What follows belongs to an exercise in optimizing a design on an open flow for small area, a short achievable clock period and few clock cycles per item; a production flow would make more cautious choices.

==> flow/design.v <==
`timescale 1ns/1ps
package kyber_params_pkg;
	localparam int KYBER_Q = 3329;  
	localparam int COEFF_W = 12;  
	localparam int LANES = 4;  
	localparam int NOISE_W = 25;
	localparam int ETA_SEL_BIT = NOISE_W - 1;
	typedef logic [COEFF_W-1:0] coeff_t;
	typedef logic [LANES*COEFF_W-1:0] poly_word_t;
	typedef logic [NOISE_W-1:0] noise_word_t;
endpackage
`timescale 1ns/1ps
package noise_acc_ctrl_pkg;
	localparam int WORDS_PER_POLY = 64;  
	localparam int WORD_IDX_W = $clog2(WORDS_PER_POLY);
	localparam int RING_LEN = 4;
	localparam int RING_LEN_W = $clog2(RING_LEN);
	localparam int RINGS = WORDS_PER_POLY / RING_LEN;
	localparam int NOISE_SAMPLE_W = 3;
	localparam int NOISE_ENC_W = 4 * NOISE_SAMPLE_W;  
	typedef logic [WORD_IDX_W-1:0] word_idx_t;
	typedef logic [NOISE_ENC_W-1:0] noise_enc_t;
endpackage
`timescale 1ns/1ps
module noise_acc_fsm
(
	input  logic clk,
	input  logic rst,
	input  logic start_i,
	input  logic noise_empty_i,
	input  logic poly_empty_i,
	input  logic last_i,       
	input  logic slot_i,       
	input  logic slot_next_i,  
	output logic idle_o,       
	output logic noise_req_o,
	output logic poly_req_o,
	output logic noise_take_o,  
	output logic poly_take_o,   
	output logic step_o
);
	logic noise_act_q;   
	logic poly_act_q;    
	logic noise_wait_q;  
	logic poly_wait_q;   
	logic noise_act_d;
	logic poly_act_d;
	assign idle_o = !noise_act_q && !poly_act_q;
	assign noise_req_o = !(noise_empty_i || noise_wait_q);
	assign poly_req_o  = !(poly_empty_i || poly_wait_q);
	assign noise_take_o = !noise_empty_i && (idle_o || (noise_act_q && slot_i));
	assign poly_take_o  = !poly_empty_i && poly_act_q && slot_i;
	assign step_o       = noise_take_o || poly_take_o;
	assign noise_act_d = start_i || (noise_act_q && !(noise_take_o && last_i));
	assign poly_act_d  = (noise_take_o && last_i) || (poly_act_q && !(poly_take_o && last_i));
	always_ff @(posedge clk) begin
		if (rst) begin
			noise_act_q  <= 1'b0;
			poly_act_q   <= 1'b0;
			noise_wait_q <= 1'b0;
			poly_wait_q  <= 1'b1;
		end else begin
			noise_act_q  <= noise_act_d;
			poly_act_q   <= poly_act_d;
			noise_wait_q <= !((noise_act_d && slot_next_i) || (!noise_act_d && !poly_act_d));
			poly_wait_q  <= !(poly_act_d && slot_next_i);
		end
	end
endmodule
`timescale 1ns/1ps
module word_counter
(
	input  logic                          clk,
	input  logic                          clr_i,   
	input  logic                          step_i,  
	output logic                          last_o,
	output logic                          slot_o,      
	output logic                          slot_next_o  
);
	noise_acc_ctrl_pkg::word_idx_t idx_q;  
	logic [noise_acc_ctrl_pkg::RING_LEN_W-1:0] mis_q;
	logic [noise_acc_ctrl_pkg::RING_LEN_W-1:0] mis_next;
	noise_acc_ctrl_pkg::word_idx_t idx;    
	assign idx      = clr_i ? '0 : idx_q;
	assign last_o   = &idx;
	assign mis_next = clr_i ? '0 : mis_q + noise_acc_ctrl_pkg::RING_LEN_W'(!step_i);
	assign slot_o      = mis_q == '0;
	assign slot_next_o = mis_next == '0;
	always_ff @(posedge clk) begin
		idx_q <= idx + noise_acc_ctrl_pkg::WORD_IDX_W'(step_i);
		mis_q <= mis_next;
	end
endmodule
`timescale 1ns/1ps
module cbd_sampler
(
	input  kyber_params_pkg::noise_word_t word_i,
	output noise_acc_ctrl_pkg::noise_enc_t samples_o
);
	for (genvar n = 0; n < kyber_params_pkg::LANES; n++) begin : g_lane
		logic [5:0] bits;
		assign bits = word_i[kyber_params_pkg::ETA_SEL_BIT]
			? {~word_i[6*n+3 +: 3], word_i[6*n +: 3]}
			: {1'b0, 1'b1, ~word_i[4*n+2 +: 2], word_i[4*n +: 2]};
		assign samples_o[n*noise_acc_ctrl_pkg::NOISE_SAMPLE_W +: noise_acc_ctrl_pkg::NOISE_SAMPLE_W] =
			3'(bits[0]) + 3'(bits[1]) + 3'(bits[2]) + 3'(bits[3]) + 3'(bits[4]) + 3'(bits[5]);
	end
endmodule
`timescale 1ns/1ps
module poly_ram
(
	input  logic                           clk,
	input  logic                           shift_i,
	input  noise_acc_ctrl_pkg::noise_enc_t wr_data_i,
	output noise_acc_ctrl_pkg::noise_enc_t rd_data_o
);
	localparam int RINGS = noise_acc_ctrl_pkg::RINGS;
	localparam int LEN   = noise_acc_ctrl_pkg::RING_LEN;
	noise_acc_ctrl_pkg::noise_enc_t ring [RINGS][LEN];
	for (genvar j = 0; j < RINGS; j++) begin : g_ring
		noise_acc_ctrl_pkg::noise_enc_t feed;
		if (j == 0) begin : g_head
			assign feed = wr_data_i;
		end else begin : g_link
			assign feed = ring[j-1][LEN-1];
		end
		always_ff @(posedge clk) begin
			ring[j][0] <= shift_i ? feed : ring[j][LEN-1];
			for (int i = 1; i < LEN; i++)
				ring[j][i] <= ring[j][i-1];
		end
	end
	assign rd_data_o = ring[RINGS-1][LEN-1];
endmodule
`timescale 1ns/1ps
module mod_q_adder
(
	input  kyber_params_pkg::poly_word_t   a_i,
	input  noise_acc_ctrl_pkg::noise_enc_t b_i,
	output kyber_params_pkg::poly_word_t   sum_o
);
	function automatic kyber_params_pkg::coeff_t add_mod_q(input kyber_params_pkg::coeff_t a, input logic [2:0] b);
		logic [2:0]  lo;
		logic        inc;
		logic        dec;
		logic [9:0]  ones;   
		logic [9:0]  zeros;  
		logic [11:0] raw;
		logic        wrap_lo;
		logic        wrap_hi;
		lo  = {1'b0, a[1:0]} + {1'b0, b[1:0]} + 3'd1;
		inc = lo[2] && b[2];
		dec = !lo[2] && !b[2];
		for (int k = 0; k < 10; k++) begin
			ones[k]  = &(a[11:2] | ~((10'd1 << k) - 10'd1));
			zeros[k] = ~|(a[11:2] & ((10'd1 << k) - 10'd1));
		end
		raw[1:0] = lo[1:0];
		for (int i = 2; i < 12; i++)
			raw[i] = a[i] ^ ((inc && ones[i-2]) || (dec && zeros[i-2]));
		wrap_lo = dec && a[11:2] == 10'h000;                                                       
		wrap_hi = lo[1:0] != 2'b00 && ((a[11:2] == 10'h340 && !dec) || (a[11:2] == 10'h33F && inc));  
		if (wrap_lo)
			add_mod_q = {3'b110, lo[1:0] == 2'b11, {6{lo[1:0] != 2'b11}}, lo[1:0] + 2'd1};  
		else if (wrap_hi)
			add_mod_q = {10'd0, lo[1:0] - 2'd1};
		else
			add_mod_q = raw;
	endfunction
	for (genvar n = 0; n < kyber_params_pkg::LANES; n++) begin : g_lane
		assign sum_o[n*kyber_params_pkg::COEFF_W +: kyber_params_pkg::COEFF_W] = add_mod_q(
			a_i[n*kyber_params_pkg::COEFF_W +: kyber_params_pkg::COEFF_W],
			b_i[n*noise_acc_ctrl_pkg::NOISE_SAMPLE_W +: noise_acc_ctrl_pkg::NOISE_SAMPLE_W]);
	end
endmodule
`timescale 1ns/1ps
module kyber_noise_acc
(
	input  logic        clk,
	input  logic        rst,
	input  logic        start_i,
	input  logic        noise_empty_i,
	output logic        noise_req_o,
	input  kyber_params_pkg::noise_word_t noise_i,
	input  logic        poly_empty_i,
	output logic        poly_req_o,
	input  kyber_params_pkg::poly_word_t  poly_i,
	output kyber_params_pkg::poly_word_t  sum_o,
	output logic        sum_valid_o,
	output logic        done_o
);
	logic       step;
	logic       last;
	logic       slot;
	logic       idle;
	logic       slot_next;
	logic       noise_take;
	logic       poly_take;
	logic       noise_req_q;  
	logic       poly_req_q;   
	logic       last_q;       
	noise_acc_ctrl_pkg::noise_enc_t samples;
	noise_acc_ctrl_pkg::noise_enc_t stored;
	kyber_params_pkg::poly_word_t   sum_next;
	noise_acc_fsm u_fsm (
		.clk           (clk),
		.rst           (rst),
		.start_i       (start_i),
		.noise_empty_i (noise_empty_i),
		.poly_empty_i  (poly_empty_i),
		.last_i        (last),
		.slot_i        (slot),
		.slot_next_i   (slot_next),
		.idle_o        (idle),
		.noise_req_o   (noise_req_o),
		.poly_req_o    (poly_req_o),
		.noise_take_o  (noise_take),
		.poly_take_o   (poly_take),
		.step_o        (step)
	);
	word_counter u_counter (
		.clk         (clk),
		.clr_i       (idle),
		.step_i      (step),
		.last_o      (last),
		.slot_o      (slot),
		.slot_next_o (slot_next)
	);
	always_ff @(posedge clk) begin
		if (rst) begin
			noise_req_q <= 1'b0;
			poly_req_q  <= 1'b0;
		end else begin
			noise_req_q <= noise_take;
			poly_req_q  <= poly_take;
		end
		last_q <= poly_take && last;
	end
	cbd_sampler u_sampler (
		.word_i    (noise_i),
		.samples_o (samples)
	);
	poly_ram u_ram (
		.clk       (clk),
		.shift_i   (noise_req_q || poly_req_q),
		.wr_data_i (samples),
		.rd_data_o (stored)
	);
	mod_q_adder u_adder (
		.a_i   (poly_i),
		.b_i   (stored),
		.sum_o (sum_next)
	);
	always_ff @(posedge clk) begin
		sum_o <= sum_next;
		if (rst) begin
			sum_valid_o <= 1'b0;
			done_o      <= 1'b0;
		end else begin
			sum_valid_o <= poly_req_q;
			done_o      <= !start_i && (done_o || (poly_req_q && last_q));
		end
	end
endmodule
Settings: LEC_CHECK=0, ABC_AREA=1, CAP_MARGIN=20, CORE_MARGIN=2, CORE_UTILIZATION=60, CTS_BUF_LIST=sky130_fd_sc_hd__clkbuf_8, CTS_CLUSTER_DIAMETER=60, CTS_CLUSTER_SIZE=20, SETUP_SLACK_MARGIN=3.4, SLEW_MARGIN=20; clock period 6.0 ns.
standard.sh (not shown) runs the stock make flow with config.mk's settings and CLKGATE_MAP_FILE= SYNTH_SCRIPT=/design/flow/synth_recipe.tcl, a recipe that flattens the netlist after the stock synthesis.
==> flow/flow/run.sh <==
#!/bin/bash
# Standard layout, with plain buffers (instead of the default delay-cell
# buffers) on the ports, and a clock tree without dummy balancing loads.
set -e
export BUFFER_PORTS_ARGS="-buffer_cell sky130_fd_sc_hd__buf_1"
export CTS_ARGS="-sink_clustering_enable -repair_clock_nets -sink_clustering_size 20 -sink_clustering_max_diameter 60 -buf_list sky130_fd_sc_hd__clkbuf_8 -dont_use_dummy_load"
bash standard.sh > standard.log 2>&1
The baseline finished clean.
Next try:
--- a/flow/design.v
+++ b/flow/design.v
@@ -104,5 +104,5 @@
 			: {1'b0, 1'b1, ~word_i[4*n+2 +: 2], word_i[4*n +: 2]};
 		assign samples_o[n*noise_acc_ctrl_pkg::NOISE_SAMPLE_W +: noise_acc_ctrl_pkg::NOISE_SAMPLE_W] =
-			3'(bits[0]) + 3'(bits[1]) + 3'(bits[2]) + 3'(bits[3]) + 3'(bits[4]) + 3'(bits[5]);
+			3'(bits[0]) + 3'(bits[1]) + 3'(bits[2]) + 3'(bits[3]) + 3'(bits[4]) + 3'(bits[5]) - 3'd3;
 	end
 endmodule
@@ -141,5 +141,6 @@
 );
 	function automatic kyber_params_pkg::coeff_t add_mod_q(input kyber_params_pkg::coeff_t a, input logic [2:0] b);
-		logic [2:0]  lo;
+		logic [1:0]  lo;
+		logic        c2;
 		logic        inc;
 		logic        dec;
@@ -149,20 +150,22 @@
 		logic        wrap_lo;
 		logic        wrap_hi;
-		lo  = {1'b0, a[1:0]} + {1'b0, b[1:0]} + 3'd1;
-		inc = lo[2] && b[2];
-		dec = !lo[2] && !b[2];
+		lo[0] = a[0] ^ b[0];
+		lo[1] = a[1] ^ b[1] ^ (a[0] & b[0]);
+		c2    = (a[1] & b[1]) | ((a[1] ^ b[1]) & a[0] & b[0]);
+		inc   = !b[2] && c2;
+		dec   = b[2] && !c2;
 		for (int k = 0; k < 10; k++) begin
 			ones[k]  = &(a[11:2] | ~((10'd1 << k) - 10'd1));
 			zeros[k] = ~|(a[11:2] & ((10'd1 << k) - 10'd1));
 		end
-		raw[1:0] = lo[1:0];
+		raw[1:0] = lo;
 		for (int i = 2; i < 12; i++)
 			raw[i] = a[i] ^ ((inc && ones[i-2]) || (dec && zeros[i-2]));
-		wrap_lo = dec && a[11:2] == 10'h000;                                                       
-		wrap_hi = lo[1:0] != 2'b00 && ((a[11:2] == 10'h340 && !dec) || (a[11:2] == 10'h33F && inc));  
+		wrap_lo = dec && a[11:2] == 10'h000;                                                  
+		wrap_hi = !b[2] && lo != 2'b00 && (a[11:2] == 10'h340 || (a[11:2] == 10'h33F && c2));  
 		if (wrap_lo)
-			add_mod_q = {3'b110, lo[1:0] == 2'b11, {6{lo[1:0] != 2'b11}}, lo[1:0] + 2'd1};  
+			add_mod_q = {3'b110, lo == 2'b11, {6{lo != 2'b11}}, lo + 2'd1};  
 		else if (wrap_hi)
-			add_mod_q = {10'd0, lo[1:0] - 2'd1};
+			add_mod_q = {10'd0, lo - 2'd1};
 		else
 			add_mod_q = raw;
Clock-buffer cell count stays the same.
Worst hold slack is worse by 0.028 ns.
Via count grows by 3.4%.
Cell area rises by 0.54%.
Setup slack got worse by 0.19 ns.
Area after synthesis goes up by about 1.2%.
Sequential cell count does not change.
Sequential share of layout area drops by 0.37 points.
Function was not checked in any run of this note: the RTL went through the layout flow alone.

==> static timing again, ports no longer ideal <==
In the flow no input, the clock included, has a driving cell. The finished layouts below were timed again as built, in two steps.
Step 1, drivers: a clkbuf_16 drives clk and a buf_2 each remaining input, both assumed.
Step 2 adds t to the input delays and takes it off the output delays; t is the mean of the earliest and latest rising clock arrival at the registers after step 1. Input paths then give back, and output paths get back, about the clock's delay inside the block.
Slacks: no drivers / after step 1 / after step 2; pairs: no drivers / after step 1.
run | shift t [ns] | setup slack, ns | hold slack, ns | worst setup path at the end
the first run | 0.664 | 3.272 / 3.203 / 2.539 | 0.274 / 0.274 / 0.274 | input to register
the second run | 0.669 | 3.084 / 2.960 / 2.291 | 0.246 / 0.246 / 0.246 | input to register
After both steps every run listed still meets setup and hold. For the second run, which loses most, drivers alone change the setup slack by -0.124 ns; drivers and shift together by -0.793 ns.
